This design comes from an exercise in tuning for small area, a short achievable clock period and few clock cycles on the open sky130 flow, not from production work. RTL that was checked went through simulation tests only; none was proved equivalent to the original. Only the layout flow was run in run 1; the RTL was not checked for function there. Power is estimated from default activity; no workload was simulated.

$ cat design/flow/design.v
package sys_array_pkg;
  localparam int unsigned DefaultRow  = 4;
  localparam int unsigned DefaultCol  = 4;
  localparam int unsigned DefaultEs   = 8;
  localparam int unsigned DefaultKMax = 64;
endpackage
module pe_mac #(
  parameter int unsigned ES    = 8,
  parameter int unsigned ACC_W = 22
) (
  input  logic             clk,
  input  logic             i_clr,
  input  logic             i_signed,
  input  logic [ES-1:0]    i_a,
  input  logic [ES-1:0]    i_b,
  output logic [ACC_W-1:0] o_acc
);
  logic [ACC_W-1:0] r_acc;
  logic [ACC_W-1:0] w_acc_q;
  logic w_pp_0_0;
  logic w_pp_0_1;
  logic w_pp_0_2;
  logic w_pp_0_3;
  logic w_pp_0_4;
  logic w_pp_0_5;
  logic w_pp_0_6;
  logic w_pp_0_7;
  logic w_pp_1_0;
  logic w_pp_1_1;
  logic w_pp_1_2;
  logic w_pp_1_3;
  logic w_pp_1_4;
  logic w_pp_1_5;
  logic w_pp_1_6;
  logic w_pp_1_7;
  logic w_pp_2_0;
  logic w_pp_2_1;
  logic w_pp_2_2;
  logic w_pp_2_3;
  logic w_pp_2_4;
  logic w_pp_2_5;
  logic w_pp_2_6;
  logic w_pp_2_7;
  logic w_pp_3_0;
  logic w_pp_3_1;
  logic w_pp_3_2;
  logic w_pp_3_3;
  logic w_pp_3_4;
  logic w_pp_3_5;
  logic w_pp_3_6;
  logic w_pp_3_7;
  logic w_pp_4_0;
  logic w_pp_4_1;
  logic w_pp_4_2;
  logic w_pp_4_3;
  logic w_pp_4_4;
  logic w_pp_4_5;
  logic w_pp_4_6;
  logic w_pp_4_7;
  logic w_pp_5_0;
  logic w_pp_5_1;
  logic w_pp_5_2;
  logic w_pp_5_3;
  logic w_pp_5_4;
  logic w_pp_5_5;
  logic w_pp_5_6;
  logic w_pp_5_7;
  logic w_pp_6_0;
  logic w_pp_6_1;
  logic w_pp_6_2;
  logic w_pp_6_3;
  logic w_pp_6_4;
  logic w_pp_6_5;
  logic w_pp_6_6;
  logic w_pp_6_7;
  logic w_pp_7_0;
  logic w_pp_7_1;
  logic w_pp_7_2;
  logic w_pp_7_3;
  logic w_pp_7_4;
  logic w_pp_7_5;
  logic w_pp_7_6;
  logic w_pp_7_7;
  logic w_s1, w_c2;
  logic w_s3, w_c4;
  logic w_s5, w_c6;
  logic w_s7, w_c8;
  logic w_s9, w_c10;
  logic w_s11, w_c12;
  logic w_s13, w_c14;
  logic w_s15, w_c16;
  logic w_s17, w_c18;
  logic w_s19, w_c20;
  logic w_s21, w_c22;
  logic w_s23, w_c24;
  logic w_s25, w_c26;
  logic w_s27, w_c28;
  logic w_s29, w_c30;
  logic w_s31, w_c32;
  logic w_s33, w_c34;
  logic w_s35, w_c36;
  logic w_s37, w_c38;
  logic w_s39, w_c40;
  logic w_s41, w_c42;
  logic w_s43, w_c44;
  logic w_s45, w_c46;
  logic w_s47, w_c48;
  logic w_s49, w_c50;
  logic w_s51, w_c52;
  logic w_s53, w_c54;
  logic w_s55, w_c56;
  logic w_s57, w_c58;
  logic w_s59, w_c60;
  logic w_s61, w_c62;
  logic w_s63, w_c64;
  logic w_s65, w_c66;
  logic w_s67, w_c68;
  logic w_s69, w_c70;
  logic w_s71, w_c72;
  logic w_s73, w_c74;
  logic w_s75, w_c76;
  logic w_s77, w_c78;
  logic w_s79, w_c80;
  logic w_s81, w_c82;
  logic w_s83, w_c84;
  logic w_s85, w_c86;
  logic w_s87, w_c88;
  logic w_s89, w_c90;
  logic w_s91, w_c92;
  logic w_s93, w_c94;
  logic w_s95, w_c96;
  logic w_s97, w_c98;
  logic w_s99, w_c100;
  logic w_s101, w_c102;
  logic w_s103, w_c104;
  logic w_s105, w_c106;
  logic w_s107, w_c108;
  logic w_s109, w_c110;
  logic w_s111, w_c112;
  logic w_s113, w_c114;
  logic w_s115, w_c116;
  logic w_s117, w_c118;
  logic w_s119, w_c120;
  logic w_s121, w_c122;
  logic w_s123, w_c124;
  logic w_s125, w_c126;
  logic [ACC_W-1:0] w_sum;
  logic w_g127, w_p128;
  logic w_g129, w_p130;
  logic w_g131, w_p132;
  logic w_g133, w_p134;
  logic w_g135, w_p136;
  logic w_g137, w_p138;
  logic w_g139, w_p140;
  logic w_g141, w_p142;
  logic w_g143, w_p144;
  logic w_g145, w_p146;
  logic w_g147, w_p148;
  logic w_g149, w_p150;
  logic w_g151, w_p152;
  logic w_g153, w_p154;
  logic w_g155, w_p156;
  logic w_g157, w_p158;
  logic w_gg159;
  logic w_gg160;
  logic w_pp161;
  logic w_gg162;
  logic w_pp163;
  logic w_gg164;
  logic w_pp165;
  logic w_gg166;
  logic w_pp167;
  logic w_gg168;
  logic w_pp169;
  logic w_gg170;
  logic w_pp171;
  logic w_gg172;
  logic w_pp173;
  logic w_gg174;
  logic w_gg175;
  logic w_gg176;
  logic w_pp177;
  logic w_gg178;
  logic w_pp179;
  logic w_gg180;
  logic w_pp181;
  logic w_gg182;
  logic w_pp183;
  logic w_gg184;
  logic w_pp185;
  logic w_gg186;
  logic w_pp187;
  logic w_gg188;
  logic w_gg189;
  logic w_gg190;
  logic w_gg191;
  logic w_gg192;
  logic w_pp193;
  logic w_gg194;
  logic w_pp195;
  logic w_gg196;
  logic w_pp197;
  logic w_gg198;
  logic w_pp199;
  logic w_gg200;
  logic w_gg201;
  logic w_gg202;
  logic w_gg203;
  logic w_gg204;
  logic w_gg205;
  logic w_gg206;
  logic w_gg207;
  logic w_sm208;
  logic w_sm209;
  logic w_sm210;
  logic w_sm211;
  logic w_sm212;
  logic w_sm213;
  logic w_sm214;
  logic w_sm215;
  logic w_sm216;
  logic w_sm217;
  logic w_sm218;
  logic w_sm219;
  logic w_sm220;
  logic w_sm221;
  logic w_sm222;
  logic w_sm223;
  logic [5:0] w_hi0, w_hi1;
  assign w_acc_q = i_clr ? '0 : r_acc;
  assign w_pp_0_0 = i_a[0] & i_b[0];
  assign w_pp_0_1 = i_a[0] & i_b[1];
  assign w_pp_0_2 = i_a[0] & i_b[2];
  assign w_pp_0_3 = i_a[0] & i_b[3];
  assign w_pp_0_4 = i_a[0] & i_b[4];
  assign w_pp_0_5 = i_a[0] & i_b[5];
  assign w_pp_0_6 = i_a[0] & i_b[6];
  assign w_pp_0_7 = (i_a[0] & i_b[7]) ^ i_signed;
  assign w_pp_1_0 = i_a[1] & i_b[0];
  assign w_pp_1_1 = i_a[1] & i_b[1];
  assign w_pp_1_2 = i_a[1] & i_b[2];
  assign w_pp_1_3 = i_a[1] & i_b[3];
  assign w_pp_1_4 = i_a[1] & i_b[4];
  assign w_pp_1_5 = i_a[1] & i_b[5];
  assign w_pp_1_6 = i_a[1] & i_b[6];
  assign w_pp_1_7 = (i_a[1] & i_b[7]) ^ i_signed;
  assign w_pp_2_0 = i_a[2] & i_b[0];
  assign w_pp_2_1 = i_a[2] & i_b[1];
  assign w_pp_2_2 = i_a[2] & i_b[2];
  assign w_pp_2_3 = i_a[2] & i_b[3];
  assign w_pp_2_4 = i_a[2] & i_b[4];
  assign w_pp_2_5 = i_a[2] & i_b[5];
  assign w_pp_2_6 = i_a[2] & i_b[6];
  assign w_pp_2_7 = (i_a[2] & i_b[7]) ^ i_signed;
  assign w_pp_3_0 = i_a[3] & i_b[0];
  assign w_pp_3_1 = i_a[3] & i_b[1];
  assign w_pp_3_2 = i_a[3] & i_b[2];
  assign w_pp_3_3 = i_a[3] & i_b[3];
  assign w_pp_3_4 = i_a[3] & i_b[4];
  assign w_pp_3_5 = i_a[3] & i_b[5];
  assign w_pp_3_6 = i_a[3] & i_b[6];
  assign w_pp_3_7 = (i_a[3] & i_b[7]) ^ i_signed;
  assign w_pp_4_0 = i_a[4] & i_b[0];
  assign w_pp_4_1 = i_a[4] & i_b[1];
  assign w_pp_4_2 = i_a[4] & i_b[2];
  assign w_pp_4_3 = i_a[4] & i_b[3];
  assign w_pp_4_4 = i_a[4] & i_b[4];
  assign w_pp_4_5 = i_a[4] & i_b[5];
  assign w_pp_4_6 = i_a[4] & i_b[6];
  assign w_pp_4_7 = (i_a[4] & i_b[7]) ^ i_signed;
  assign w_pp_5_0 = i_a[5] & i_b[0];
  assign w_pp_5_1 = i_a[5] & i_b[1];
  assign w_pp_5_2 = i_a[5] & i_b[2];
  assign w_pp_5_3 = i_a[5] & i_b[3];
  assign w_pp_5_4 = i_a[5] & i_b[4];
  assign w_pp_5_5 = i_a[5] & i_b[5];
  assign w_pp_5_6 = i_a[5] & i_b[6];
  assign w_pp_5_7 = (i_a[5] & i_b[7]) ^ i_signed;
  assign w_pp_6_0 = i_a[6] & i_b[0];
  assign w_pp_6_1 = i_a[6] & i_b[1];
  assign w_pp_6_2 = i_a[6] & i_b[2];
  assign w_pp_6_3 = i_a[6] & i_b[3];
  assign w_pp_6_4 = i_a[6] & i_b[4];
  assign w_pp_6_5 = i_a[6] & i_b[5];
  assign w_pp_6_6 = i_a[6] & i_b[6];
  assign w_pp_6_7 = (i_a[6] & i_b[7]) ^ i_signed;
  assign w_pp_7_0 = (i_a[7] & i_b[0]) ^ i_signed;
  assign w_pp_7_1 = (i_a[7] & i_b[1]) ^ i_signed;
  assign w_pp_7_2 = (i_a[7] & i_b[2]) ^ i_signed;
  assign w_pp_7_3 = (i_a[7] & i_b[3]) ^ i_signed;
  assign w_pp_7_4 = (i_a[7] & i_b[4]) ^ i_signed;
  assign w_pp_7_5 = (i_a[7] & i_b[5]) ^ i_signed;
  assign w_pp_7_6 = (i_a[7] & i_b[6]) ^ i_signed;
  assign w_pp_7_7 = i_a[7] & i_b[7];
  assign w_s1 = w_pp_0_5 ^ w_pp_1_4;
  assign w_c2 = w_pp_0_5 & w_pp_1_4;
  assign w_s3 = w_pp_0_6 ^ w_pp_1_5 ^ w_pp_2_4;
  assign w_c4 = (w_pp_0_6 & w_pp_1_5) | (w_pp_0_6 & w_pp_2_4) | (w_pp_1_5 & w_pp_2_4);
  assign w_s5 = w_pp_3_3 ^ w_pp_4_2;
  assign w_c6 = w_pp_3_3 & w_pp_4_2;
  assign w_s7 = w_pp_1_6 ^ w_pp_2_5 ^ w_pp_3_4;
  assign w_c8 = (w_pp_1_6 & w_pp_2_5) | (w_pp_1_6 & w_pp_3_4) | (w_pp_2_5 & w_pp_3_4);
  assign w_s9 = w_pp_4_3 ^ w_pp_5_2 ^ w_pp_6_1;
  assign w_c10 = (w_pp_4_3 & w_pp_5_2) | (w_pp_4_3 & w_pp_6_1) | (w_pp_5_2 & w_pp_6_1);
  assign w_s11 = w_pp_0_7 ^ w_pp_7_0;
  assign w_c12 = w_pp_0_7 & w_pp_7_0;
  assign w_s13 = w_pp_2_6 ^ w_pp_3_5 ^ w_pp_4_4;
  assign w_c14 = (w_pp_2_6 & w_pp_3_5) | (w_pp_2_6 & w_pp_4_4) | (w_pp_3_5 & w_pp_4_4);
  assign w_s15 = w_pp_5_3 ^ w_pp_6_2 ^ i_signed;
  assign w_c16 = (w_pp_5_3 & w_pp_6_2) | (w_pp_5_3 & i_signed) | (w_pp_6_2 & i_signed);
  assign w_s17 = w_pp_1_7 ^ w_pp_7_1 ^ w_acc_q[8];
  assign w_c18 = (w_pp_1_7 & w_pp_7_1) | (w_pp_1_7 & w_acc_q[8]) | (w_pp_7_1 & w_acc_q[8]);
  assign w_s19 = w_pp_3_6 ^ w_pp_4_5 ^ w_pp_5_4;
  assign w_c20 = (w_pp_3_6 & w_pp_4_5) | (w_pp_3_6 & w_pp_5_4) | (w_pp_4_5 & w_pp_5_4);
  assign w_s21 = w_pp_6_3 ^ w_pp_2_7 ^ w_pp_7_2;
  assign w_c22 = (w_pp_6_3 & w_pp_2_7) | (w_pp_6_3 & w_pp_7_2) | (w_pp_2_7 & w_pp_7_2);
  assign w_s23 = w_pp_4_6 ^ w_pp_5_5 ^ w_pp_6_4;
  assign w_c24 = (w_pp_4_6 & w_pp_5_5) | (w_pp_4_6 & w_pp_6_4) | (w_pp_5_5 & w_pp_6_4);
  assign w_s25 = w_pp_0_3 ^ w_pp_1_2;
  assign w_c26 = w_pp_0_3 & w_pp_1_2;
  assign w_s27 = w_pp_0_4 ^ w_pp_1_3 ^ w_pp_2_2;
  assign w_c28 = (w_pp_0_4 & w_pp_1_3) | (w_pp_0_4 & w_pp_2_2) | (w_pp_1_3 & w_pp_2_2);
  assign w_s29 = w_pp_3_1 ^ w_pp_4_0;
  assign w_c30 = w_pp_3_1 & w_pp_4_0;
  assign w_s31 = w_pp_2_3 ^ w_pp_3_2 ^ w_pp_4_1;
  assign w_c32 = (w_pp_2_3 & w_pp_3_2) | (w_pp_2_3 & w_pp_4_1) | (w_pp_3_2 & w_pp_4_1);
  assign w_s33 = w_pp_5_0 ^ w_s1 ^ w_acc_q[5];
  assign w_c34 = (w_pp_5_0 & w_s1) | (w_pp_5_0 & w_acc_q[5]) | (w_s1 & w_acc_q[5]);
  assign w_s35 = w_pp_5_1 ^ w_pp_6_0 ^ w_c2;
  assign w_c36 = (w_pp_5_1 & w_pp_6_0) | (w_pp_5_1 & w_c2) | (w_pp_6_0 & w_c2);
  assign w_s37 = w_s5 ^ w_acc_q[6] ^ w_s3;
  assign w_c38 = (w_s5 & w_acc_q[6]) | (w_s5 & w_s3) | (w_acc_q[6] & w_s3);
  assign w_s39 = w_c6 ^ w_c4 ^ w_acc_q[7];
  assign w_c40 = (w_c6 & w_c4) | (w_c6 & w_acc_q[7]) | (w_c4 & w_acc_q[7]);
  assign w_s41 = w_s7 ^ w_s9 ^ w_s11;
  assign w_c42 = (w_s7 & w_s9) | (w_s7 & w_s11) | (w_s9 & w_s11);
  assign w_s43 = w_c8 ^ w_c10 ^ w_s13;
  assign w_c44 = (w_c8 & w_c10) | (w_c8 & w_s13) | (w_c10 & w_s13);
  assign w_s45 = w_c12 ^ w_s15 ^ w_s17;
  assign w_c46 = (w_c12 & w_s15) | (w_c12 & w_s17) | (w_s15 & w_s17);
  assign w_s47 = w_c14 ^ w_acc_q[9] ^ w_s19;
  assign w_c48 = (w_c14 & w_acc_q[9]) | (w_c14 & w_s19) | (w_acc_q[9] & w_s19);
  assign w_s49 = w_c16 ^ w_c18 ^ w_s21;
  assign w_c50 = (w_c16 & w_c18) | (w_c16 & w_s21) | (w_c18 & w_s21);
  assign w_s51 = w_c20 ^ w_pp_3_7 ^ w_pp_7_3;
  assign w_c52 = (w_c20 & w_pp_3_7) | (w_c20 & w_pp_7_3) | (w_pp_3_7 & w_pp_7_3);
  assign w_s53 = w_acc_q[10] ^ w_s23 ^ w_c22;
  assign w_c54 = (w_acc_q[10] & w_s23) | (w_acc_q[10] & w_c22) | (w_s23 & w_c22);
  assign w_s55 = w_pp_5_6 ^ w_pp_6_5 ^ w_c24;
  assign w_c56 = (w_pp_5_6 & w_pp_6_5) | (w_pp_5_6 & w_c24) | (w_pp_6_5 & w_c24);
  assign w_s57 = w_pp_4_7 ^ w_pp_7_4 ^ w_acc_q[11];
  assign w_c58 = (w_pp_4_7 & w_pp_7_4) | (w_pp_4_7 & w_acc_q[11]) | (w_pp_7_4 & w_acc_q[11]);
  assign w_s59 = w_pp_6_6 ^ w_pp_5_7 ^ w_pp_7_5;
  assign w_c60 = (w_pp_6_6 & w_pp_5_7) | (w_pp_6_6 & w_pp_7_5) | (w_pp_5_7 & w_pp_7_5);
  assign w_s61 = w_pp_0_2 ^ w_pp_1_1;
  assign w_c62 = w_pp_0_2 & w_pp_1_1;
  assign w_s63 = w_pp_2_1 ^ w_pp_3_0 ^ w_s25;
  assign w_c64 = (w_pp_2_1 & w_pp_3_0) | (w_pp_2_1 & w_s25) | (w_pp_3_0 & w_s25);
  assign w_s65 = w_c26 ^ w_s29 ^ w_acc_q[4];
  assign w_c66 = (w_c26 & w_s29) | (w_c26 & w_acc_q[4]) | (w_s29 & w_acc_q[4]);
  assign w_s67 = w_c30 ^ w_c28 ^ w_s31;
  assign w_c68 = (w_c30 & w_c28) | (w_c30 & w_s31) | (w_c28 & w_s31);
  assign w_s69 = w_c32 ^ w_s35 ^ w_c34;
  assign w_c70 = (w_c32 & w_s35) | (w_c32 & w_c34) | (w_s35 & w_c34);
  assign w_s71 = w_c36 ^ w_c38 ^ w_s39;
  assign w_c72 = (w_c36 & w_c38) | (w_c36 & w_s39) | (w_c38 & w_s39);
  assign w_s73 = w_c40 ^ w_s43 ^ w_c42;
  assign w_c74 = (w_c40 & w_s43) | (w_c40 & w_c42) | (w_s43 & w_c42);
  assign w_s75 = w_c44 ^ w_s47 ^ w_c46;
  assign w_c76 = (w_c44 & w_s47) | (w_c44 & w_c46) | (w_s47 & w_c46);
  assign w_s77 = w_c48 ^ w_s51 ^ w_c50;
  assign w_c78 = (w_c48 & w_s51) | (w_c48 & w_c50) | (w_s51 & w_c50);
  assign w_s79 = w_c52 ^ w_s55 ^ w_s57;
  assign w_c80 = (w_c52 & w_s55) | (w_c52 & w_s57) | (w_s55 & w_s57);
  assign w_s81 = w_acc_q[12] ^ w_c56 ^ w_c58;
  assign w_c82 = (w_acc_q[12] & w_c56) | (w_acc_q[12] & w_c58) | (w_c56 & w_c58);
  assign w_s83 = w_pp_6_7 ^ w_pp_7_6 ^ w_acc_q[13];
  assign w_c84 = (w_pp_6_7 & w_pp_7_6) | (w_pp_6_7 & w_acc_q[13]) | (w_pp_7_6 & w_acc_q[13]);
  assign w_s85 = w_pp_0_1 ^ w_pp_1_0;
  assign w_c86 = w_pp_0_1 & w_pp_1_0;
  assign w_s87 = w_pp_2_0 ^ w_s61 ^ w_acc_q[2];
  assign w_c88 = (w_pp_2_0 & w_s61) | (w_pp_2_0 & w_acc_q[2]) | (w_s61 & w_acc_q[2]);
  assign w_s89 = w_c62 ^ w_acc_q[3] ^ w_s63;
  assign w_c90 = (w_c62 & w_acc_q[3]) | (w_c62 & w_s63) | (w_acc_q[3] & w_s63);
  assign w_s91 = w_s27 ^ w_c64 ^ w_s65;
  assign w_c92 = (w_s27 & w_c64) | (w_s27 & w_s65) | (w_c64 & w_s65);
  assign w_s93 = w_c66 ^ w_s33 ^ w_s67;
  assign w_c94 = (w_c66 & w_s33) | (w_c66 & w_s67) | (w_s33 & w_s67);
  assign w_s95 = w_c68 ^ w_s37 ^ w_s69;
  assign w_c96 = (w_c68 & w_s37) | (w_c68 & w_s69) | (w_s37 & w_s69);
  assign w_s97 = w_s41 ^ w_c70 ^ w_s71;
  assign w_c98 = (w_s41 & w_c70) | (w_s41 & w_s71) | (w_c70 & w_s71);
  assign w_s99 = w_c72 ^ w_s45 ^ w_s73;
  assign w_c100 = (w_c72 & w_s45) | (w_c72 & w_s73) | (w_s45 & w_s73);
  assign w_s101 = w_s49 ^ w_c74 ^ w_s75;
  assign w_c102 = (w_s49 & w_c74) | (w_s49 & w_s75) | (w_c74 & w_s75);
  assign w_s103 = w_s53 ^ w_c76 ^ w_s77;
  assign w_c104 = (w_s53 & w_c76) | (w_s53 & w_s77) | (w_c76 & w_s77);
  assign w_s105 = w_c54 ^ w_s79 ^ w_c78;
  assign w_c106 = (w_c54 & w_s79) | (w_c54 & w_c78) | (w_s79 & w_c78);
  assign w_s107 = w_s59 ^ w_c80 ^ w_s81;
  assign w_c108 = (w_s59 & w_c80) | (w_s59 & w_s81) | (w_c80 & w_s81);
  assign w_s109 = w_c60 ^ w_s83 ^ w_c82;
  assign w_c110 = (w_c60 & w_s83) | (w_c60 & w_c82) | (w_s83 & w_c82);
  assign w_s111 = w_pp_7_7 ^ w_acc_q[14] ^ w_c84;
  assign w_c112 = (w_pp_7_7 & w_acc_q[14]) | (w_pp_7_7 & w_c84) | (w_acc_q[14] & w_c84);
  assign w_s113 = i_signed ^ w_acc_q[15];
  assign w_c114 = i_signed & w_acc_q[15];
  assign w_s115 = i_signed ^ w_acc_q[16];
  assign w_c116 = i_signed & w_acc_q[16];
  assign w_s117 = i_signed ^ w_acc_q[17];
  assign w_c118 = i_signed & w_acc_q[17];
  assign w_s119 = i_signed ^ w_acc_q[18];
  assign w_c120 = i_signed & w_acc_q[18];
  assign w_s121 = i_signed ^ w_acc_q[19];
  assign w_c122 = i_signed & w_acc_q[19];
  assign w_s123 = i_signed ^ w_acc_q[20];
  assign w_c124 = i_signed & w_acc_q[20];
  assign w_s125 = i_signed ^ w_acc_q[21];
  assign w_c126 = i_signed & w_acc_q[21];
  assign w_g127 = w_pp_0_0 & w_acc_q[0];
  assign w_p128 = w_pp_0_0 ^ w_acc_q[0];
  assign w_g129 = w_acc_q[1] & w_s85;
  assign w_p130 = w_acc_q[1] ^ w_s85;
  assign w_g131 = w_c86 & w_s87;
  assign w_p132 = w_c86 ^ w_s87;
  assign w_g133 = w_c88 & w_s89;
  assign w_p134 = w_c88 ^ w_s89;
  assign w_g135 = w_c90 & w_s91;
  assign w_p136 = w_c90 ^ w_s91;
  assign w_g137 = w_c92 & w_s93;
  assign w_p138 = w_c92 ^ w_s93;
  assign w_g139 = w_c94 & w_s95;
  assign w_p140 = w_c94 ^ w_s95;
  assign w_g141 = w_c96 & w_s97;
  assign w_p142 = w_c96 ^ w_s97;
  assign w_g143 = w_c98 & w_s99;
  assign w_p144 = w_c98 ^ w_s99;
  assign w_g145 = w_c100 & w_s101;
  assign w_p146 = w_c100 ^ w_s101;
  assign w_g147 = w_c102 & w_s103;
  assign w_p148 = w_c102 ^ w_s103;
  assign w_g149 = w_c104 & w_s105;
  assign w_p150 = w_c104 ^ w_s105;
  assign w_g151 = w_c106 & w_s107;
  assign w_p152 = w_c106 ^ w_s107;
  assign w_g153 = w_c108 & w_s109;
  assign w_p154 = w_c108 ^ w_s109;
  assign w_g155 = w_c110 & w_s111;
  assign w_p156 = w_c110 ^ w_s111;
  assign w_g157 = w_c112 & w_s113;
  assign w_p158 = w_c112 ^ w_s113;
  assign w_gg159 = w_g129 | (w_p130 & w_g127);
  assign w_gg160 = w_g133 | (w_p134 & w_g131);
  assign w_pp161 = w_p134 & w_p132;
  assign w_gg162 = w_g137 | (w_p138 & w_g135);
  assign w_pp163 = w_p138 & w_p136;
  assign w_gg164 = w_g141 | (w_p142 & w_g139);
  assign w_pp165 = w_p142 & w_p140;
  assign w_gg166 = w_g145 | (w_p146 & w_g143);
  assign w_pp167 = w_p146 & w_p144;
  assign w_gg168 = w_g149 | (w_p150 & w_g147);
  assign w_pp169 = w_p150 & w_p148;
  assign w_gg170 = w_g153 | (w_p154 & w_g151);
  assign w_pp171 = w_p154 & w_p152;
  assign w_gg172 = w_g157 | (w_p158 & w_g155);
  assign w_pp173 = w_p158 & w_p156;
  assign w_gg174 = w_g131 | (w_p132 & w_gg159);
  assign w_gg175 = w_gg160 | (w_pp161 & w_gg159);
  assign w_gg176 = w_g139 | (w_p140 & w_gg162);
  assign w_pp177 = w_p140 & w_pp163;
  assign w_gg178 = w_gg164 | (w_pp165 & w_gg162);
  assign w_pp179 = w_pp165 & w_pp163;
  assign w_gg180 = w_g147 | (w_p148 & w_gg166);
  assign w_pp181 = w_p148 & w_pp167;
  assign w_gg182 = w_gg168 | (w_pp169 & w_gg166);
  assign w_pp183 = w_pp169 & w_pp167;
  assign w_gg184 = w_g155 | (w_p156 & w_gg170);
  assign w_pp185 = w_p156 & w_pp171;
  assign w_gg186 = w_gg172 | (w_pp173 & w_gg170);
  assign w_pp187 = w_pp173 & w_pp171;
  assign w_gg188 = w_g135 | (w_p136 & w_gg175);
  assign w_gg189 = w_gg162 | (w_pp163 & w_gg175);
  assign w_gg190 = w_gg176 | (w_pp177 & w_gg175);
  assign w_gg191 = w_gg178 | (w_pp179 & w_gg175);
  assign w_gg192 = w_g151 | (w_p152 & w_gg182);
  assign w_pp193 = w_p152 & w_pp183;
  assign w_gg194 = w_gg170 | (w_pp171 & w_gg182);
  assign w_pp195 = w_pp171 & w_pp183;
  assign w_gg196 = w_gg184 | (w_pp185 & w_gg182);
  assign w_pp197 = w_pp185 & w_pp183;
  assign w_gg198 = w_gg186 | (w_pp187 & w_gg182);
  assign w_pp199 = w_pp187 & w_pp183;
  assign w_gg200 = w_g143 | (w_p144 & w_gg191);
  assign w_gg201 = w_gg166 | (w_pp167 & w_gg191);
  assign w_gg202 = w_gg180 | (w_pp181 & w_gg191);
  assign w_gg203 = w_gg182 | (w_pp183 & w_gg191);
  assign w_gg204 = w_gg192 | (w_pp193 & w_gg191);
  assign w_gg205 = w_gg194 | (w_pp195 & w_gg191);
  assign w_gg206 = w_gg196 | (w_pp197 & w_gg191);
  assign w_gg207 = w_gg198 | (w_pp199 & w_gg191);
  assign w_sm208 = w_p128 ^ 1'b0;
  assign w_sm209 = w_p130 ^ w_g127;
  assign w_sm210 = w_p132 ^ w_gg159;
  assign w_sm211 = w_p134 ^ w_gg174;
  assign w_sm212 = w_p136 ^ w_gg175;
  assign w_sm213 = w_p138 ^ w_gg188;
  assign w_sm214 = w_p140 ^ w_gg189;
  assign w_sm215 = w_p142 ^ w_gg190;
  assign w_sm216 = w_p144 ^ w_gg191;
  assign w_sm217 = w_p146 ^ w_gg200;
  assign w_sm218 = w_p148 ^ w_gg201;
  assign w_sm219 = w_p150 ^ w_gg202;
  assign w_sm220 = w_p152 ^ w_gg203;
  assign w_sm221 = w_p154 ^ w_gg204;
  assign w_sm222 = w_p156 ^ w_gg205;
  assign w_sm223 = w_p158 ^ w_gg206;
  assign w_sum[15:0] = {w_sm223, w_sm222, w_sm221, w_sm220, w_sm219, w_sm218, w_sm217, w_sm216, w_sm215, w_sm214, w_sm213, w_sm212, w_sm211, w_sm210, w_sm209, w_sm208};
  assign w_hi0 = {w_c124, w_c122, w_c120, w_c118, w_c116, w_c114} + {w_s125, w_s123, w_s121, w_s119, w_s117, w_s115};
  assign w_hi1 = {w_c124, w_c122, w_c120, w_c118, w_c116, w_c114} + {w_s125, w_s123, w_s121, w_s119, w_s117, w_s115} + 1'b1;
  assign w_sum[21:16] = w_gg207 ? w_hi1 : w_hi0;
  always_ff @(posedge clk) begin
    r_acc <= w_sum;
  end
  assign o_acc = r_acc;
endmodule
module systolic_array_os #(
  parameter int unsigned ROW   = sys_array_pkg::DefaultRow,
  parameter int unsigned COL   = sys_array_pkg::DefaultCol,
  parameter int unsigned ES    = sys_array_pkg::DefaultEs,
  parameter int unsigned K_MAX = sys_array_pkg::DefaultKMax,
  parameter int unsigned ACC_W = 2 * ES + $clog2(K_MAX)
) (
  input  logic                         clk,
  input  logic                         rst_n,
  input  logic                         start,
  input  logic [$clog2(K_MAX+1)-1:0]   k_len,
  input  logic                         signed_mode,
  input  logic                         in_vld,
  output logic                         in_rdy,
  input  logic [ROW*ES-1:0]            a_vec,
  input  logic [COL*ES-1:0]            b_vec,
  output logic                         out_vld,
  input  logic                         out_rdy,
  output logic [COL*ACC_W-1:0]         out_row,
  output logic [$clog2(ROW)-1:0]       out_row_idx,
  output logic                         out_last,
  output logic                         busy,
  output logic                         done
);
  localparam int unsigned KW = $clog2(K_MAX + 1);
  localparam int unsigned RW = $clog2(ROW);
  logic          r_feed;       
  logic          r_zero;       
  logic          r_first;      
  logic [KW-1:0] r_k_rem;      
  logic          r_signed;
  logic [ES-1:0] r_a [ROW];
  logic [ES-1:0] r_b [COL];
  logic          r_clr;        
  logic          r_last;       
  logic          r_out_vld;
  logic [RW-1:0] r_row;
  logic          r_row_last;   
  logic [ROW-1:0] r_row_sel;   
  logic          r_rdy_any;    
  logic          r_rdy_last;   
  logic [KW-1:0]    w_k_clamp;
  logic             w_start, w_acc_free, w_in_rdy, w_fire, w_issue, w_xfer;
  logic             w_feed_d, w_zero_d, w_first_d, w_last_d, w_out_vld_d, w_row_last_d;
  logic [RW-1:0]    w_row_d;
  logic [ACC_W-1:0] w_acc [ROW][COL];
  assign w_k_clamp = (k_len > KW'(K_MAX)) ? KW'(K_MAX) : k_len;
  assign w_start   = start & ~busy;
  assign w_xfer    = r_out_vld & out_rdy;
  assign w_acc_free = ~r_last & (~r_out_vld | (r_row_last & out_rdy));
  assign w_in_rdy   = r_rdy_any | (r_rdy_last & out_rdy);
  assign w_fire     = in_vld & w_in_rdy;
  assign w_issue    = w_fire | (r_zero & w_acc_free);
  always_comb begin
    w_feed_d  = r_feed;
    w_zero_d  = r_zero;
    w_first_d = r_first;
    if (w_start) begin
      w_feed_d  = (w_k_clamp != '0);
      w_zero_d  = (w_k_clamp == '0);
      w_first_d = 1'b1;
    end else begin
      if (w_fire) begin
        w_first_d = 1'b0;
        if (r_k_rem == KW'(1)) w_feed_d = 1'b0;
      end
      if (r_zero && w_acc_free) w_zero_d = 1'b0;
    end
    w_last_d     = w_issue & (r_zero | (r_k_rem == KW'(1)));
    w_out_vld_d  = r_out_vld;
    w_row_d      = r_row;
    w_row_last_d = r_row_last;
    if (r_last) begin
      w_out_vld_d  = 1'b1;
      w_row_d      = '0;
      w_row_last_d = 1'b0;
    end else if (w_xfer) begin
      w_out_vld_d  = ~r_row_last;
      w_row_d      = r_row + RW'(1);
      w_row_last_d = (r_row == RW'(ROW - 2));
    end
  end
  always_ff @(posedge clk) begin
    if (!rst_n) begin
      r_feed     <= 1'b0;
      r_zero     <= 1'b0;
      r_first    <= 1'b0;
      r_clr      <= 1'b0;
      r_last     <= 1'b0;
      r_out_vld  <= 1'b0;
      r_row      <= '0;
      r_row_last <= 1'b0;
      r_row_sel  <= '0;
      r_rdy_any  <= 1'b0;
      r_rdy_last <= 1'b0;
    end else begin
      r_feed     <= w_feed_d;
      r_zero     <= w_zero_d;
      r_first    <= w_first_d;
      r_clr      <= w_issue & (r_first | r_zero);
      r_last     <= w_last_d;
      r_out_vld  <= w_out_vld_d;
      r_row      <= w_row_d;
      r_row_last <= w_row_last_d;
      for (int r = 0; r < ROW; r++) r_row_sel[r] <= w_out_vld_d & (w_row_d == RW'(r));
      r_rdy_any  <= w_feed_d & (~w_first_d | (~w_last_d & ~w_out_vld_d));
      r_rdy_last <= w_feed_d & w_first_d & ~w_last_d & w_row_last_d;
    end
  end
  always_ff @(posedge clk) begin
    if (w_start) begin
      r_k_rem  <= w_k_clamp;
      r_signed <= signed_mode;
    end else if (w_fire) begin
      r_k_rem <= r_k_rem - KW'(1);
    end
  end
  always_ff @(posedge clk) begin
    for (int r = 0; r < ROW; r++) r_a[r] <= w_fire ? a_vec[r*ES +: ES] : '0;
    for (int c = 0; c < COL; c++) r_b[c] <= b_vec[c*ES +: ES];
  end
  for (genvar gr = 0; gr < ROW; gr++) begin : g_row
    for (genvar gc = 0; gc < COL; gc++) begin : g_col
      pe_mac #(
        .ES   (ES),
        .ACC_W(ACC_W)
      ) u_pe (
        .clk     (clk),
        .i_clr   (r_clr),
        .i_signed(r_signed),
        .i_a     (r_a[gr]),
        .i_b     (r_b[gc]),
        .o_acc   (w_acc[gr][gc])
      );
    end
  end
  always_comb begin
    out_row = '0;
    for (int r = 0; r < ROW; r++)
      for (int c = 0; c < COL; c++)
        out_row[c*ACC_W +: ACC_W] = out_row[c*ACC_W +: ACC_W] | (w_acc[r][c] & {ACC_W{r_row_sel[r]}});
  end
  assign in_rdy      = w_in_rdy;
  assign out_vld     = r_out_vld;
  assign out_row_idx = r_row;
  assign out_last    = r_row_last;
  assign busy        = r_feed | r_zero;
  assign done        = r_row_last & out_rdy;
endmodule
$ cat design/flow/flow/run.sh
#!/bin/bash
# Standard ORFS layout with three changes:
#  - synthesis skips Yosys's early "abc -fast", so full adders are extracted from the
#    RTL's own adder expressions (no inverters between adder cells); registers are
#    unchanged,
#  - ports are buffered with buf_2 instead of a delay buffer,
#  - repair_timing aims at a tighter setup margin.
set -u
sed -e 's/synth -nofsm -noshare/synth -nofsm -noshare -noabc/' synth_recipe.tcl > synth_noabc.tcl
bash standard.sh SYNTH_SCRIPT=$PWD/synth_noabc.tcl SETUP_SLACK_MARGIN=5.3 \
  "BUFFER_PORTS_ARGS=-buffer_cell sky130_fd_sc_hd__buf_2" finish > standard.log 2>&1
$ cat design/flow/standard.sh
#!/bin/bash
# synth_recipe.tcl (not shown) runs the flow's synth.tcl, then flattens the netlist and writes it again
# the make line also repeats each setting of config.mk as NAME=value (left out here)
make -C /OpenROAD-flow-scripts/flow DESIGN_CONFIG=/design/flow/config.mk WORK_HOME=/design/flow/orfs CLKGATE_MAP_FILE= SYNTH_SCRIPT=/design/flow/synth_recipe.tcl "${@:-finish}"
$ cat design/flow/config.mk
export PLATFORM = sky130hd
export DESIGN_NAME = systolic_array_os
export DESIGN_NICKNAME = systolic_array_os
export VERILOG_FILES = /design/flow/design.v
export SDC_FILE = /design/flow/constraint.sdc
export NUM_CORES = 4
export LEC_CHECK = 0
export CAP_MARGIN = 20
export CORE_MARGIN = 2
export CORE_UTILIZATION = 60
export SLEW_MARGIN = 20
$ cat design/flow/constraint.sdc
create_clock -name core_clock -period 10.0 [get_ports {clk}]
set_input_delay 2.0000 -clock core_clock [delete_from_list [all_inputs] [get_ports {clk}]]
set_output_delay 2.0000 -clock core_clock [all_outputs]
set_load 0.01 [all_outputs]
==> results of run 1 <==
## layer usage
layer | track usage [%] | vias to the layer above | part of all wire (%) | wire [um]
met4 | 8.151 | 6 | 3.0 | 4486
met1 | 45.06 | 19790 | 43 | 65190
met5 | 0 | - | 0.022 | 34
li1 | - | 17572 | - | -
met3 | 4.513 | 235 | 7.1 | 10860
met2 | 52.64 | 1208 | 47 | 71420
## critical path, cell delays in order, from the launching register on
cell	delay, ns
edfxtp_1	0.44
buf_6	0.20
buf_16	0.17
buf_12	0.14
xnor2_2	0.13
fa_1	0.51
fa_2	0.41
fa_1	0.53
fa_1	0.46
ha_4	0.27
nor2b_1	0.15
o211ai_1	0.33
o211ai_4	0.18
buf_4	0.17
o21a_1	0.20
o21ai_2	0.14
nand2b_1	0.07
a22oi_1	0.14
## sequential cells by signal, summed over array words and instances (netlist names)
signal	cells
r_row_sel	4
r_out_vld	1
r_a	32
r_row_last	1
r_clr	1
r_rdy_any	1
r_feed	1
g_row.g_col.u_pe.r_acc	352
r_last	1
r_b	32
r_rdy_last	1
r_first	1
r_zero	1
r_k_rem	7
r_row	2
r_signed	1
## timing repair
| action | 4_1_cts | 5_1_grt |
|---|---|---|
| endpoints found under the setup margin | 154 | 107 |
| gates resized for setup | 84 | 228 |
| endpoints found under the hold margin | 0 | 0 |
| gates cloned | 12 | 14 |
| pin swaps | 14 | 78 |
| setup buffers | 9 | 49 |
## area by class of cell
type	instances	area share, %
multi-input cells	4507	74.13
flip-flops and latches	439	14.51
repair buffers	335	5.452
clock buffers	84	2.732
well taps	1176	2.394
clock inverters	18	0.4255
inverters	51	0.3115
diodes	9	0.03665
## cell usage in the layout (no fill, tap or decap), drive strengths merged, types with 8 or more instances in the layout
master     n
fa       864
and2     812
ha       547
dfxtp    431
xnor2    419
nand2    400
nor2b    371
buf      310
a22oi    177
a21oi    169
nor2     149
xor2     131
a21o      99
clkbuf    99
o21ai     59
inv       52
and3      43
o21bai    40
nand3     35
nand2b    24
nand4     23
o21a      21
nor3      19
a31oi     19
mux2      16
clkinv    11
bufbuf    10
diode      9
o211ai     9
edfxtp     8
o2111ai    8
## logic make-up after synthesis
group	Yosys count	share of synthesized area, %
AND/OR/NAND/NOR	1890	19.20
adder cells (fa/ha/maj)	1411	44.48
AO/OA/AOI/OAI	640	8.246
XOR/XNOR	550	8.876
flip-flops	439	16.34
buffers and inverters	357	2.524
multiplexers	16	0.3320
## path summary, 6_finish.rpt
kind / to / slack, ns / from
setup reg to reg: g_row[0].g_col[1].u_pe.r_acc[15] / 5.22 / r_signed
setup / recovery: g_row[0].g_col[1].u_pe.r_acc[15] / 5.22 / r_signed
hold reg to reg: r_clr / 0.53 / r_first
hold / removal: r_clr / 0.53 / r_first
## report_power, final
part	switching [W]	internal, W
Combinational	0.00648	0.00619
Sequential	0.000444	0.00274
Clock	0.000908	0.00129
Total	0.00783	0.0102
## through the flow
step / hold slack (ns) / setup slack, ns / total power, W / util [%] / cell area, um2
floorplan: 0.4412 / 2.817 / 0.01259 / - / 55170
global placement: 0.5050 / 4.475 / 0.01456 / 63.17 / 56770
detailed placement: 0.5123 / 4.361 / 0.01476 / 63.17 / 56770
CTS: 0.5249 / 5.256 / 0.01728 / 66.32 / 59600
global route: 0.5412 / 5.089 / 0.01978 / 68.36 / 61440
finish: 0.5338 / 5.223 / 0.01805 / 68.38 / 61460
==> impl_metrics.env, run 1 <==
export IMPL_area_delta_synth_final_pct=13.23
export IMPL_ys_seq_area_share_pct=16.34
export IMPL_dp_cells=6424
export IMPL_cts_buffers=57
export IMPL_hold_viol=0
export IMPL_tns_ns=0
export IMPL_layout_drive_gt1_share_pct=12.55
export IMPL_nFillCells=6976
export IMPL_crit_fanout=7
export IMPL_grt_max_degree=57
export IMPL_finalCritPeriodShare_pct=47.77
export IMPL_die_area_mm2=0.09288
export IMPL_pwr_density_cell_mw_per_mm2=293.7
export IMPL_worstRegToRegCells=17
export IMPL_synth_seq_cells=439
export IMPL_final_seq_area_mm2=0.008920
export IMPL_crit_type="flip-flop to flip-flop"
export IMPL_antenna_found_initial=13
export IMPL_hp_class="flip-flop to flip-flop"
export IMPL_grt_overflow=0
export IMPL_viasPerCell=5.864
export IMPL_drcViolationCount=0
export IMPL_leakagePower_nw=29.39
export IMPL_status="finished clean"
export IMPL_ys_types=61
export IMPL_wl_per_cell_um=22.96
export IMPL_firstDrtPassIters=5
export IMPL_cts_root_buf="clkbuf_16"
export IMPL_cts_htree_levels=2
export IMPL_max_freq_mhz=209.3
export IMPL_cp_start_kind="flip-flop"
export IMPL_grt_pass1_wl_um=233100
export IMPL_synth_edf_count=8
export IMPL_netlist_instances=5303
export IMPL_cts_tree="built"
export IMPL_synth_avg_cell_area_um2=10.23
export IMPL_drtAntennaViolNets=0
export IMPL_ir_drop_v=0.0002201
export IMPL_initial_core_util_pct=60.39
export IMPL_critical_path_required_ns=10.60
export IMPL_synthArstFlopShare_pct=0
export IMPL_core_area_mm2=0.08987
export IMPL_synth_fp_nets=6791
export IMPL_endpoint_kind="flip-flop"
export IMPL_yosys_cell_count_top_type="fa_1"
export IMPL_synth_common_cells="fa_1 (864), and2_1 (812), ha_1 (547), dfxtp_1 (431), xnor2_1 (419)"
export IMPL_num_rows=110
export IMPL_slew_headroom_pct=52.65
export IMPL_drv_slew=0
export IMPL_synth_top_cell_area_share_pct=31.87
export IMPL_die_h_um=304.8
export IMPL_worstMarginPinSlew_ns=0.7102
export IMPL_yosysTopAreaCell="fa_1"
export IMPL_cp_data_arrival_time_ns=5.38
export IMPL_max_clock_path_buffers=3
export IMPL_ios=172
export IMPL_layout_cells_non_filler=6619
export IMPL_port_buffers=171
export IMPL_synthTopCellsByArea="fa_1 (32%), dfxtp_1 (16%), ha_1 (13%)"
export IMPL_grt_util_all_layers_pct=32.12
export IMPL_multi_input_area_mm2=0.04556
export IMPL_fin_crit_ns=4.777
export IMPL_cts_hold_buf=0
export IMPL_ys_dominant_reg_cell="dfxtp_1"
export IMPL_first_iter_violations=2510
export IMPL_dp_hpwl_um=96060
export IMPL_vias=38811
export IMPL_fin_worst_skew_ns=0.04619
export IMPL_ys_warn_count=7
export IMPL_drt_total_wl_um=152000
export IMPL_grt_pass1_vias=41139
export IMPL_rsz0062_at_grt="true"
export IMPL_setup_viol=0
export IMPL_dieWidth_um=304.8
export IMPL_whs_path_depth=2
export IMPL_clock_sinks=439
export IMPL_synth_cell_area_mm2=0.05427
export IMPL_insertion_delay_ns=0.69
export IMPL_nNetsFinal=6879
export IMPL_globalplace_congestion=0.8640
export IMPL_maxCapViolations=0
export IMPL_path_clk_slew_ns=0.06
==> inputs of run 2 (changes only) <==
--- a/design/flow/design.v
+++ b/design/flow/design.v
@@ -146,5 +146,5 @@
   logic w_s125, w_c126;
+  logic w_s127, w_c128;
+  logic w_s129, w_c130;
   logic [ACC_W-1:0] w_sum;
-  logic w_g127, w_p128;
-  logic w_g129, w_p130;
   logic w_g131, w_p132;
@@ -163,19 +163,19 @@
   logic w_g157, w_p158;
-  logic w_gg159;
+  logic w_g159;
   logic w_gg160;
-  logic w_pp161;
-  logic w_gg162;
-  logic w_pp163;
-  logic w_gg164;
-  logic w_pp165;
-  logic w_gg166;
-  logic w_pp167;
-  logic w_gg168;
-  logic w_pp169;
-  logic w_gg170;
-  logic w_pp171;
-  logic w_gg172;
-  logic w_pp173;
+  logic w_gg161;
+  logic w_pp162;
+  logic w_gg163;
+  logic w_pp164;
+  logic w_gg165;
+  logic w_pp166;
+  logic w_gg167;
+  logic w_pp168;
+  logic w_gg169;
+  logic w_pp170;
+  logic w_gg171;
+  logic w_pp172;
+  logic w_gg173;
   logic w_gg174;
-  logic w_gg175;
+  logic w_pp175;
   logic w_gg176;
@@ -183,47 +183,26 @@
   logic w_gg178;
-  logic w_pp179;
+  logic w_gg179;
   logic w_gg180;
-  logic w_pp181;
+  logic w_gg181;
   logic w_gg182;
-  logic w_pp183;
+  logic w_gg183;
   logic w_gg184;
-  logic w_pp185;
+  logic w_gg185;
   logic w_gg186;
-  logic w_pp187;
+  logic w_gg187;
   logic w_gg188;
-  logic w_gg189;
-  logic w_gg190;
-  logic w_gg191;
-  logic w_gg192;
-  logic w_pp193;
-  logic w_gg194;
-  logic w_pp195;
-  logic w_gg196;
-  logic w_pp197;
-  logic w_gg198;
-  logic w_pp199;
-  logic w_gg200;
-  logic w_gg201;
-  logic w_gg202;
-  logic w_gg203;
-  logic w_gg204;
-  logic w_gg205;
-  logic w_gg206;
-  logic w_gg207;
-  logic w_sm208;
-  logic w_sm209;
-  logic w_sm210;
-  logic w_sm211;
-  logic w_sm212;
-  logic w_sm213;
-  logic w_sm214;
-  logic w_sm215;
-  logic w_sm216;
-  logic w_sm217;
-  logic w_sm218;
-  logic w_sm219;
-  logic w_sm220;
-  logic w_sm221;
-  logic w_sm222;
-  logic w_sm223;
+  logic w_sm189;
+  logic w_sm190;
+  logic w_sm191;
+  logic w_sm192;
+  logic w_sm193;
+  logic w_sm194;
+  logic w_sm195;
+  logic w_sm196;
+  logic w_sm197;
+  logic w_sm198;
+  logic w_sm199;
+  logic w_sm200;
+  logic w_sm201;
+  logic w_sm202;
   logic [5:0] w_hi0, w_hi1;
@@ -420,6 +399,6 @@
   assign w_c126 = i_signed & w_acc_q[21];
-  assign w_g127 = w_pp_0_0 & w_acc_q[0];
-  assign w_p128 = w_pp_0_0 ^ w_acc_q[0];
-  assign w_g129 = w_acc_q[1] & w_s85;
-  assign w_p130 = w_acc_q[1] ^ w_s85;
+  assign w_s127 = w_pp_0_0 ^ w_acc_q[0];
+  assign w_c128 = w_pp_0_0 & w_acc_q[0];
+  assign w_s129 = w_acc_q[1] ^ w_s85 ^ w_c128;
+  assign w_c130 = (w_acc_q[1] & w_s85) | (w_acc_q[1] & w_c128) | (w_s85 & w_c128);
   assign w_g131 = w_c86 & w_s87;
@@ -452,71 +431,51 @@
   assign w_p158 = w_c112 ^ w_s113;
-  assign w_gg159 = w_g129 | (w_p130 & w_g127);
-  assign w_gg160 = w_g133 | (w_p134 & w_g131);
-  assign w_pp161 = w_p134 & w_p132;
-  assign w_gg162 = w_g137 | (w_p138 & w_g135);
-  assign w_pp163 = w_p138 & w_p136;
-  assign w_gg164 = w_g141 | (w_p142 & w_g139);
-  assign w_pp165 = w_p142 & w_p140;
-  assign w_gg166 = w_g145 | (w_p146 & w_g143);
-  assign w_pp167 = w_p146 & w_p144;
-  assign w_gg168 = w_g149 | (w_p150 & w_g147);
-  assign w_pp169 = w_p150 & w_p148;
-  assign w_gg170 = w_g153 | (w_p154 & w_g151);
-  assign w_pp171 = w_p154 & w_p152;
-  assign w_gg172 = w_g157 | (w_p158 & w_g155);
-  assign w_pp173 = w_p158 & w_p156;
-  assign w_gg174 = w_g131 | (w_p132 & w_gg159);
-  assign w_gg175 = w_gg160 | (w_pp161 & w_gg159);
-  assign w_gg176 = w_g139 | (w_p140 & w_gg162);
-  assign w_pp177 = w_p140 & w_pp163;
-  assign w_gg178 = w_gg164 | (w_pp165 & w_gg162);
-  assign w_pp179 = w_pp165 & w_pp163;
-  assign w_gg180 = w_g147 | (w_p148 & w_gg166);
-  assign w_pp181 = w_p148 & w_pp167;
-  assign w_gg182 = w_gg168 | (w_pp169 & w_gg166);
-  assign w_pp183 = w_pp169 & w_pp167;
-  assign w_gg184 = w_g155 | (w_p156 & w_gg170);
-  assign w_pp185 = w_p156 & w_pp171;
-  assign w_gg186 = w_gg172 | (w_pp173 & w_gg170);
-  assign w_pp187 = w_pp173 & w_pp171;
-  assign w_gg188 = w_g135 | (w_p136 & w_gg175);
-  assign w_gg189 = w_gg162 | (w_pp163 & w_gg175);
-  assign w_gg190 = w_gg176 | (w_pp177 & w_gg175);
-  assign w_gg191 = w_gg178 | (w_pp179 & w_gg175);
-  assign w_gg192 = w_g151 | (w_p152 & w_gg182);
-  assign w_pp193 = w_p152 & w_pp183;
-  assign w_gg194 = w_gg170 | (w_pp171 & w_gg182);
-  assign w_pp195 = w_pp171 & w_pp183;
-  assign w_gg196 = w_gg184 | (w_pp185 & w_gg182);
-  assign w_pp197 = w_pp185 & w_pp183;
-  assign w_gg198 = w_gg186 | (w_pp187 & w_gg182);
-  assign w_pp199 = w_pp187 & w_pp183;
-  assign w_gg200 = w_g143 | (w_p144 & w_gg191);
-  assign w_gg201 = w_gg166 | (w_pp167 & w_gg191);
-  assign w_gg202 = w_gg180 | (w_pp181 & w_gg191);
-  assign w_gg203 = w_gg182 | (w_pp183 & w_gg191);
-  assign w_gg204 = w_gg192 | (w_pp193 & w_gg191);
-  assign w_gg205 = w_gg194 | (w_pp195 & w_gg191);
-  assign w_gg206 = w_gg196 | (w_pp197 & w_gg191);
-  assign w_gg207 = w_gg198 | (w_pp199 & w_gg191);
-  assign w_sm208 = w_p128 ^ 1'b0;
-  assign w_sm209 = w_p130 ^ w_g127;
-  assign w_sm210 = w_p132 ^ w_gg159;
-  assign w_sm211 = w_p134 ^ w_gg174;
-  assign w_sm212 = w_p136 ^ w_gg175;
-  assign w_sm213 = w_p138 ^ w_gg188;
-  assign w_sm214 = w_p140 ^ w_gg189;
-  assign w_sm215 = w_p142 ^ w_gg190;
-  assign w_sm216 = w_p144 ^ w_gg191;
-  assign w_sm217 = w_p146 ^ w_gg200;
-  assign w_sm218 = w_p148 ^ w_gg201;
-  assign w_sm219 = w_p150 ^ w_gg202;
-  assign w_sm220 = w_p152 ^ w_gg203;
-  assign w_sm221 = w_p154 ^ w_gg204;
-  assign w_sm222 = w_p156 ^ w_gg205;
-  assign w_sm223 = w_p158 ^ w_gg206;
-  assign w_sum[15:0] = {w_sm223, w_sm222, w_sm221, w_sm220, w_sm219, w_sm218, w_sm217, w_sm216, w_sm215, w_sm214, w_sm213, w_sm212, w_sm211, w_sm210, w_sm209, w_sm208};
+  assign w_g159 = w_g131 | (w_p132 & w_c130);
+  assign w_gg160 = w_g133 | (w_p134 & w_g159);
+  assign w_gg161 = w_g137 | (w_p138 & w_g135);
+  assign w_pp162 = w_p138 & w_p136;
+  assign w_gg163 = w_g141 | (w_p142 & w_g139);
+  assign w_pp164 = w_p142 & w_p140;
+  assign w_gg165 = w_g145 | (w_p146 & w_g143);
+  assign w_pp166 = w_p146 & w_p144;
+  assign w_gg167 = w_g149 | (w_p150 & w_g147);
+  assign w_pp168 = w_p150 & w_p148;
+  assign w_gg169 = w_g153 | (w_p154 & w_g151);
+  assign w_pp170 = w_p154 & w_p152;
+  assign w_gg171 = w_g157 | (w_p158 & w_g155);
+  assign w_pp172 = w_p158 & w_p156;
+  assign w_gg173 = w_gg161 | (w_pp162 & w_gg160);
+  assign w_gg174 = w_gg165 | (w_pp166 & w_gg163);
+  assign w_pp175 = w_pp166 & w_pp164;
+  assign w_gg176 = w_gg169 | (w_pp170 & w_gg167);
+  assign w_pp177 = w_pp170 & w_pp168;
+  assign w_gg178 = w_gg174 | (w_pp175 & w_gg173);
+  assign w_gg179 = w_gg176 | (w_pp177 & w_gg178);
+  assign w_gg180 = w_gg163 | (w_pp164 & w_gg173);
+  assign w_gg181 = w_gg167 | (w_pp168 & w_gg178);
+  assign w_gg182 = w_gg171 | (w_pp172 & w_gg179);
+  assign w_gg183 = w_g135 | (w_p136 & w_gg160);
+  assign w_gg184 = w_g139 | (w_p140 & w_gg173);
+  assign w_gg185 = w_g143 | (w_p144 & w_gg180);
+  assign w_gg186 = w_g147 | (w_p148 & w_gg178);
+  assign w_gg187 = w_g151 | (w_p152 & w_gg181);
+  assign w_gg188 = w_g155 | (w_p156 & w_gg179);
+  assign w_sm189 = w_p132 ^ w_c130;
+  assign w_sm190 = w_p134 ^ w_g159;
+  assign w_sm191 = w_p136 ^ w_gg160;
+  assign w_sm192 = w_p138 ^ w_gg183;
+  assign w_sm193 = w_p140 ^ w_gg173;
+  assign w_sm194 = w_p142 ^ w_gg184;
+  assign w_sm195 = w_p144 ^ w_gg180;
+  assign w_sm196 = w_p146 ^ w_gg185;
+  assign w_sm197 = w_p148 ^ w_gg178;
+  assign w_sm198 = w_p150 ^ w_gg186;
+  assign w_sm199 = w_p152 ^ w_gg181;
+  assign w_sm200 = w_p154 ^ w_gg187;
+  assign w_sm201 = w_p156 ^ w_gg179;
+  assign w_sm202 = w_p158 ^ w_gg188;
+  assign w_sum[1:0] = {w_s129, w_s127};
+  assign w_sum[15:2] = {w_sm202, w_sm201, w_sm200, w_sm199, w_sm198, w_sm197, w_sm196, w_sm195, w_sm194, w_sm193, w_sm192, w_sm191, w_sm190, w_sm189};
   assign w_hi0 = {w_c124, w_c122, w_c120, w_c118, w_c116, w_c114} + {w_s125, w_s123, w_s121, w_s119, w_s117, w_s115};
   assign w_hi1 = {w_c124, w_c122, w_c120, w_c118, w_c116, w_c114} + {w_s125, w_s123, w_s121, w_s119, w_s117, w_s115} + 1'b1;
-  assign w_sum[21:16] = w_gg207 ? w_hi1 : w_hi0;
+  assign w_sum[21:16] = w_gg182 ? w_hi1 : w_hi0;
   always_ff @(posedge clk) begin
--- a/design/flow/flow/run.sh
+++ b/design/flow/flow/run.sh
@@ -9,3 +9,3 @@
 sed -e 's/synth -nofsm -noshare/synth -nofsm -noshare -noabc/' synth_recipe.tcl > synth_noabc.tcl
-bash standard.sh SYNTH_SCRIPT=$PWD/synth_noabc.tcl SETUP_SLACK_MARGIN=5.3 \
+bash standard.sh SYNTH_SCRIPT=$PWD/synth_noabc.tcl SETUP_SLACK_MARGIN=5.3 RECOVER_POWER=100 \
   "BUFFER_PORTS_ARGS=-buffer_cell sky130_fd_sc_hd__buf_2" finish > standard.log 2>&1
==> impl_metrics.env, run 2 <==
export IMPL_status="finished with violations"
export IMPL_violatedChecks="max-capacitance violations, max-slew violations"
export IMPL_wl_per_cell_um=23.19
export IMPL_vias=37059
export IMPL_startpoint="r_clr"
export IMPL_cts_buffers=57
export IMPL_synth_cell_area_mm2=0.05427
export IMPL_cts_hold_buf=0
export IMPL_initial_core_util_pct=60.39
export IMPL_endpoint_kind="flip-flop"
export IMPL_rr_startpoint="r_clr"
export IMPL_final_seq_area_mm2=0.008909
export IMPL_crit_fanout=50
export IMPL_die_area_mm2=0.09288
export IMPL_antenna_found_initial=9
export IMPL_final_common_cell="fa_1"
export IMPL_wl_met1_um=63320
export IMPL_crit_family="adder cells"
export IMPL_netlist_instances=5061
export IMPL_wl_met3_um=10080
export IMPL_pwr_density_cell_mw_per_mm2=276.9
export IMPL_crit_type="flip-flop to flip-flop"
export IMPL_crit_slowest_cell="clkbuf_1"
export IMPL_cts_htree_levels=2
export IMPL_synth_fp_nets=6597
export IMPL_synth_top_cell_area_share_pct=34.82
export IMPL_dpl_cell_area_mm2=0.05781
export IMPL_first_iter_violations=2358
export IMPL_yosys_cell_count_top_type="fa_1"
export IMPL_cp_slowest_stage_delay_ns=2.12
export IMPL_nNetsFinal=6660
export IMPL_setup_viol=0
export IMPL_path_buf_inv=1
export IMPL_finalCritPeriodShare_pct=69.96
export IMPL_synthArstFlopShare_pct=0
export IMPL_cts_root_buf="clkbuf_16"
export IMPL_hold_viol=0
export IMPL_multi_input_area_mm2=0.04503
export IMPL_largest_reg_flops=352
export IMPL_design_area_mm2=0.06041
export IMPL_fin_worst_skew_ns=0.03456
export IMPL_highest_layer="met5"
export IMPL_cts_tree="built"
export IMPL_rsz0062_at_grt="true"
export IMPL_viasPerCell=5.837
export IMPL_max_clock_path_buffers=3
export IMPL_port_buffers=171
export IMPL_tns_ns=0
export IMPL_top_regs="g_row.g_col.u_pe.r_acc (352), r_a (32), r_b (32)"
export IMPL_nFillCells=7067
export IMPL_drtAntennaViolNets=0
export IMPL_fin_crit_ns=6.996
export IMPL_ir_drop_v=0.0002295
export IMPL_hp_class="flip-flop to flip-flop"
export IMPL_clock_sinks=439
export IMPL_ys_types=46
export IMPL_layout_drive_gt1_share_pct=11.56
export IMPL_area_delta_synth_final_pct=11.31
export IMPL_grt_overflow=0
export IMPL_min_from="r_first"
export IMPL_leakagePower_nw=28.15
export IMPL_insertion_delay_ns=0.68
export IMPL_synthTopCellsByArea="fa_1 (35%), dfxtp_1 (16%), ha_1 (12%)"
export IMPL_grt_pass1_wl_um=229300
export IMPL_final_cell_mix="fa_1 (860), and2_1 (804), ha_1 (485), dfxtp_1 (417), nand2_1 (403)"
export IMPL_critical_path_required_ns=10.55
export IMPL_drt_total_wl_um=147300
export IMPL_path_clk_slew_ns=0.07
export IMPL_grt_max_degree=63
export IMPL_cp_data_arrival_time_ns=7.55
export IMPL_firstDrtPassIters=6
export IMPL_ys_warn_count=7
export IMPL_top_register="g_row.g_col.u_pe.r_acc"
export IMPL_die_h_um=304.8
export IMPL_path_cells="clkbuf_1 -> nor2b_1 -> ha_1 -> fa_1 -> fa_1 -> fa_1 -> a211oi_1 -> o21ai_0 -> o311ai_4 -> nand2_1 -> nand3_1 -> nand2_1 -> fa_1 -> xor2_1"
export IMPL_routed_wl_met2_um=69540
export IMPL_maxCapViolations=2
export IMPL_ys_dominant_reg_cell="dfxtp_1"
export IMPL_dp_hpwl_um=96430
export IMPL_worstMarginPinSlew_ns=2.933
export IMPL_cp_start_kind="flip-flop"
export IMPL_ios=172
export IMPL_synth_common_cells="fa_1 (944), and2_1 (820), ha_1 (515), dfxtp_1 (431), nand2_1 (414)"
export IMPL_synth_seq_cells=439
export IMPL_drv_slew=97
export IMPL_globalplace_congestion=0.8203
export IMPL_num_rows=110
export IMPL_synth_avg_cell_area_um2=10.72
export IMPL_cp_common_cell="fa_1"
export IMPL_ys_seq_area_share_pct=16.34
export IMPL_dieWidth_um=304.8
export IMPL_grt_pass1_vias=40690
export IMPL_drcViolationCount=0
export IMPL_grt_util_all_layers_pct=31.76
export IMPL_max_freq_mhz=142.9
export IMPL_yosysTopAreaCell="fa_1"
export IMPL_slew_headroom_pct=-95.52
export IMPL_core_area_mm2=0.08987
export IMPL_synth_edf_count=8
run 2: changes by cell type in the layout (fill, tap and decap cells not counted), sizes merged, moves of 19 or more:
cell and delta:
o21bai -25, nor2 -112, clkbuf +101, fa +80, a31oi -19, nand4 +25
buf -124, a21oi -39, o21a -19, ha -32, a21o -58, xnor2 -49
run 2: cell families after synthesis:
logic type	Yosys count	synth area share (%)
AO/OA/AOI/OAI	502	7.444
buffers and inverters	371	2.642
multiplexers	16	0.4426
AND/OR/NAND/NOR	1772	18.34
XOR/XNOR	502	8.101
flip-flops	439	16.34
adder cells (fa/ha/maj)	1459	46.69
run 2: final timing paths:
check | end | slack (ns) | cells after the start
worst min register to register | r_clr | 0.52 | 2
worst max-delay path | g_row[3].g_col[0].u_pe.r_acc[15] | 3.00 | 14
worst max register to register | g_row[3].g_col[0].u_pe.r_acc[15] | 3.00 | 14
worst min-delay path | r_clr | 0.52 | 2
run 2: layer usage:
layer | track usage (%) | up-vias
li1 | - | 16616
met1 | 44.15 | 19137
met3 | 4.214 | 231
met5 | 0 | -
met4 | 8.738 | 2
met2 | 52.53 | 1073
run 2: area by class of cell:
class,instances,share of cell area (%)
Multi-Input combinational cell,4251,74.53
Sequential cell,439,14.75
Timing Repair Buffer,310,4.407
Clock buffer,81,2.763
Tap cell,1176,2.436
Clock inverter,25,0.7042
Inverter,65,0.4039
Antenna cell,2,0.008284
run 2: timing repair:
item,in CTS,in global routing
pin swaps,1,21
setup endpoints to repair,203,47
cloned,8,10
buffers inserted,8,33
endpoints found under the hold margin,0,0
resized for setup,53,122
run 2: stage by stage:
step                      util, %  worst slack (ns)  hold WS [ns]  power (W)  cells
after floorplan                 -             2.842        0.4437    0.01257   5061
after global placement      64.32             4.405        0.4846    0.01442   6182
after detailed placement    64.32             4.317        0.4928    0.01479   6182
after CTS                   67.26             5.279        0.5196    0.01730   6304
after global routing        67.21             2.610        0.5569    0.01850   6347
final                       67.22             3.004        0.5203    0.01673   6349
run 2: power breakdown:
group / switching (W) / internal, W / total, W
clock: 0.000921 / 0.00144 / 0.00236
sequential: 0.000455 / 0.00275 / 0.00320
combinational: 0.00578 / 0.00538 / 0.0112
total: 0.00716 / 0.00957 / 0.0167
run 2: tightest hold or removal path: cells and delay by family, from the launching register on:
| family | cells | cell delay, ns |
|---|---|---|
| AND/OR/NAND/NOR | 1 | 0.05 |
| AO/OA/AOI/OAI | 1 | 0.09 |
| flip-flops | 1 | 0.32 |
Testbench counts of run 2, summed over its fixed seeds: cycles 12,017.
==> inputs of run 3 (changes only) <==
--- a/design/flow/flow/run.sh
+++ b/design/flow/flow/run.sh
@@ -9,3 +9,3 @@
 sed -e 's/synth -nofsm -noshare/synth -nofsm -noshare -noabc/' synth_recipe.tcl > synth_noabc.tcl
-bash standard.sh SYNTH_SCRIPT=$PWD/synth_noabc.tcl SETUP_SLACK_MARGIN=5.3 RECOVER_POWER=100 \
+bash standard.sh SYNTH_SCRIPT=$PWD/synth_noabc.tcl SETUP_SLACK_MARGIN=5.4 \
   "BUFFER_PORTS_ARGS=-buffer_cell sky130_fd_sc_hd__buf_2" finish > standard.log 2>&1
==> impl_metrics.env, run 3 <==
export IMPL_drtAntennaViolNets=0
export IMPL_fin_crit_ns=4.584
export IMPL_grt_max_degree=72
export IMPL_cts_buffers=57
export IMPL_synth_fp_nets=6597
export IMPL_cp_slowest_stage_delay_ns=0.53
export IMPL_synth_seq_cells=439
export IMPL_synthArstFlopShare_pct=0
export IMPL_layout_drive_gt1_share_pct=17.16
export IMPL_fin_worst_skew_ns=0.03781
export IMPL_first_iter_violations=2662
export IMPL_dp_cells=6176
export IMPL_ys_seq_area_share_pct=16.34
export IMPL_fin_ws_ns=5.416
export IMPL_seqPwrFrac_pct=18.4
export IMPL_internal_power_w=0.009903
export IMPL_port_buffers=171
export IMPL_maxCapViolations=0
export IMPL_drcViolationCount=0
export IMPL_clock_sinks=439
export IMPL_p_clk_share_pct=13.1
export IMPL_area_delta_synth_final_pct=15.31
export IMPL_startpoint="r_signed"
export IMPL_status="finished clean"
export IMPL_synth_avg_cell_area_um2=10.72
export IMPL_path_clk_slew_ns=0.06
export IMPL_ys_warn_count=7
export IMPL_path_cells="clkbuf_16 -> buf_6 -> bufbuf_16 -> xnor2_2 -> ha_1 -> fa_2 -> fa_1 -> fa_1 -> ha_1 -> o311ai_4 -> nand2_2 -> nand3_1 -> nand2_1 -> fa_2 -> xor2_1"
export IMPL_crit_type="flip-flop to flip-flop"
export IMPL_dp_slack_ns=4.374
export IMPL_synth_top_cell_area_share_pct=34.82
export IMPL_cp_start_kind="flip-flop"
export IMPL_switching_share_pct=43.17
export IMPL_grt_pass1_vias=40746
export IMPL_drt_total_wl_um=160400
export IMPL_leakagePower_nw=29.15
export IMPL_hold_viol=0
export IMPL_rr_startpoint="r_signed"
export IMPL_grt_util_all_layers_pct=32.01
export IMPL_crit_fanout=20
export IMPL_ys_dominant_reg_cell="dfxtp_1"
export IMPL_ios=172
export IMPL_ir_drop_v=0.0002293
export IMPL_cts_htree_levels=2
export IMPL_layout_cells_non_filler=6417
export IMPL_largest_reg_flops=352
export IMPL_worstMarginPinSlew_ns=0.8016
export IMPL_synth_common_cells="fa_1 (944), and2_1 (820), ha_1 (515), dfxtp_1 (431), nand2_1 (414)"
export IMPL_cp_data_arrival_time_ns=5.13
## run 3: kinds of logic after synthesis
logic type	Yosys count	synth area share [%]
multiplexers	16	0.4426
adder cells (fa/ha/maj)	1459	46.69
XOR/XNOR	502	8.101
buffers and inverters	371	2.642
flip-flops	439	16.34
AO/OA/AOI/OAI	502	7.444
AND/OR/NAND/NOR	1772	18.34
## run 3: power by group through the flow
| stage | logic, W | registers, W | clock network (W) |
|---|---|---|---|
| 4_1_cts | 0.0117 | 0.00320 | 0.00231 |
| 5_1_grt | 0.0135 | 0.00329 | 0.00236 |
| 2_1_floorplan | 0.00954 | 0.00303 | 0 |
| 3_5_place_dp | 0.0115 | 0.00321 | 0 |
| 6_report | 0.0119 | 0.00321 | 0.00228 |
| 3_3_place_gp | 0.0112 | 0.00322 | 0 |
## run 3: path summary, 6_finish.rpt
path / endpoint / slack, ns / cells past startpoint
setup / recovery: g_row[3].g_col[1].u_pe.r_acc[15] / 5.42 / 15
hold / removal: r_clr / 0.49 / 2
setup reg to reg: g_row[3].g_col[1].u_pe.r_acc[15] / 5.42 / 15
hold reg to reg: r_clr / 0.49 / 2
## run 3: layout make-up
class	count	area, um2
inverter	65	244.0
antenna	15	37.54
clock inverter	28	349.1
clock buffer	78	1669
sequential	439	8972
multi-input combinational	4251	45870
tap	1176	1471
timing repair buffer	365	3970
fill	6757	27290
## run 3: per-stage QoR
step                power, W  utilization (%)  instance area, um2  hold slack, ns
floorplan            0.01257                -               56340          0.4437
global placement     0.01444            64.29               57780          0.4711
detailed placement   0.01475            64.29               57780          0.4847
CTS                  0.01722            67.55               60710          0.5050
global route         0.01917            69.60               62560          0.5387
finish               0.01743            69.64               62590          0.4897
## run 3: timing repair
action	4_1_cts	5_1_grt
gates resized for setup	87	149
gates cloned	13	30
pin swaps	4	64
endpoints found under the setup margin	279	86
setup buffers	14	63
## run 3: layer usage
| metal | vias up | GRT usage [%] | part of all wire [%] |
|---|---|---|---|
| li1 | 16758 | - | - |
| met1 | 19516 | 43.85 | 41 |
| met2 | 1341 | 52.02 | 46 |
| met3 | 286 | 5.785 | 8.6 |
| met4 | 9 | 9.820 | 3.8 |
| met5 | - | 0 | 0.067 |
## run 3: critical path, delay by kind of cell (launching register included)
kind | cells | cell delay (ns)
DFF | 1 | 0.42
AOI/OAI and AO/OA | 1 | 0.40
and+or+nand+nor | 3 | 0.28
buffers and inverters | 3 | 0.75
adders and majority gates | 6 | 2.28
xor gates and xnor gates | 2 | 0.29

==> separate check: timing with driven ports <==
How much do the figures lean on ideal ports? The routed layouts below were timed once more, with nothing changed but the port constraints.
Step 1 sets driving cells, clkbuf_16 on the clock port and buf_2 on the other inputs (assumed; they add their load-dependent delay and slew).
Step 2 also shifts input and output timing later by t, the mid clock arrival at the registers, as if the neighbouring blocks saw the same clock.
a / b / c = no drivers / after step 1 / after step 2; a / b = the first two.
run	t, ns	setup WS [ns]
run 1	0.746	5.223 / 5.223 / 5.223
run 2	0.742	3.004 / 3.004 / 3.004
run 3	0.748	5.416 / 5.387 / 5.387
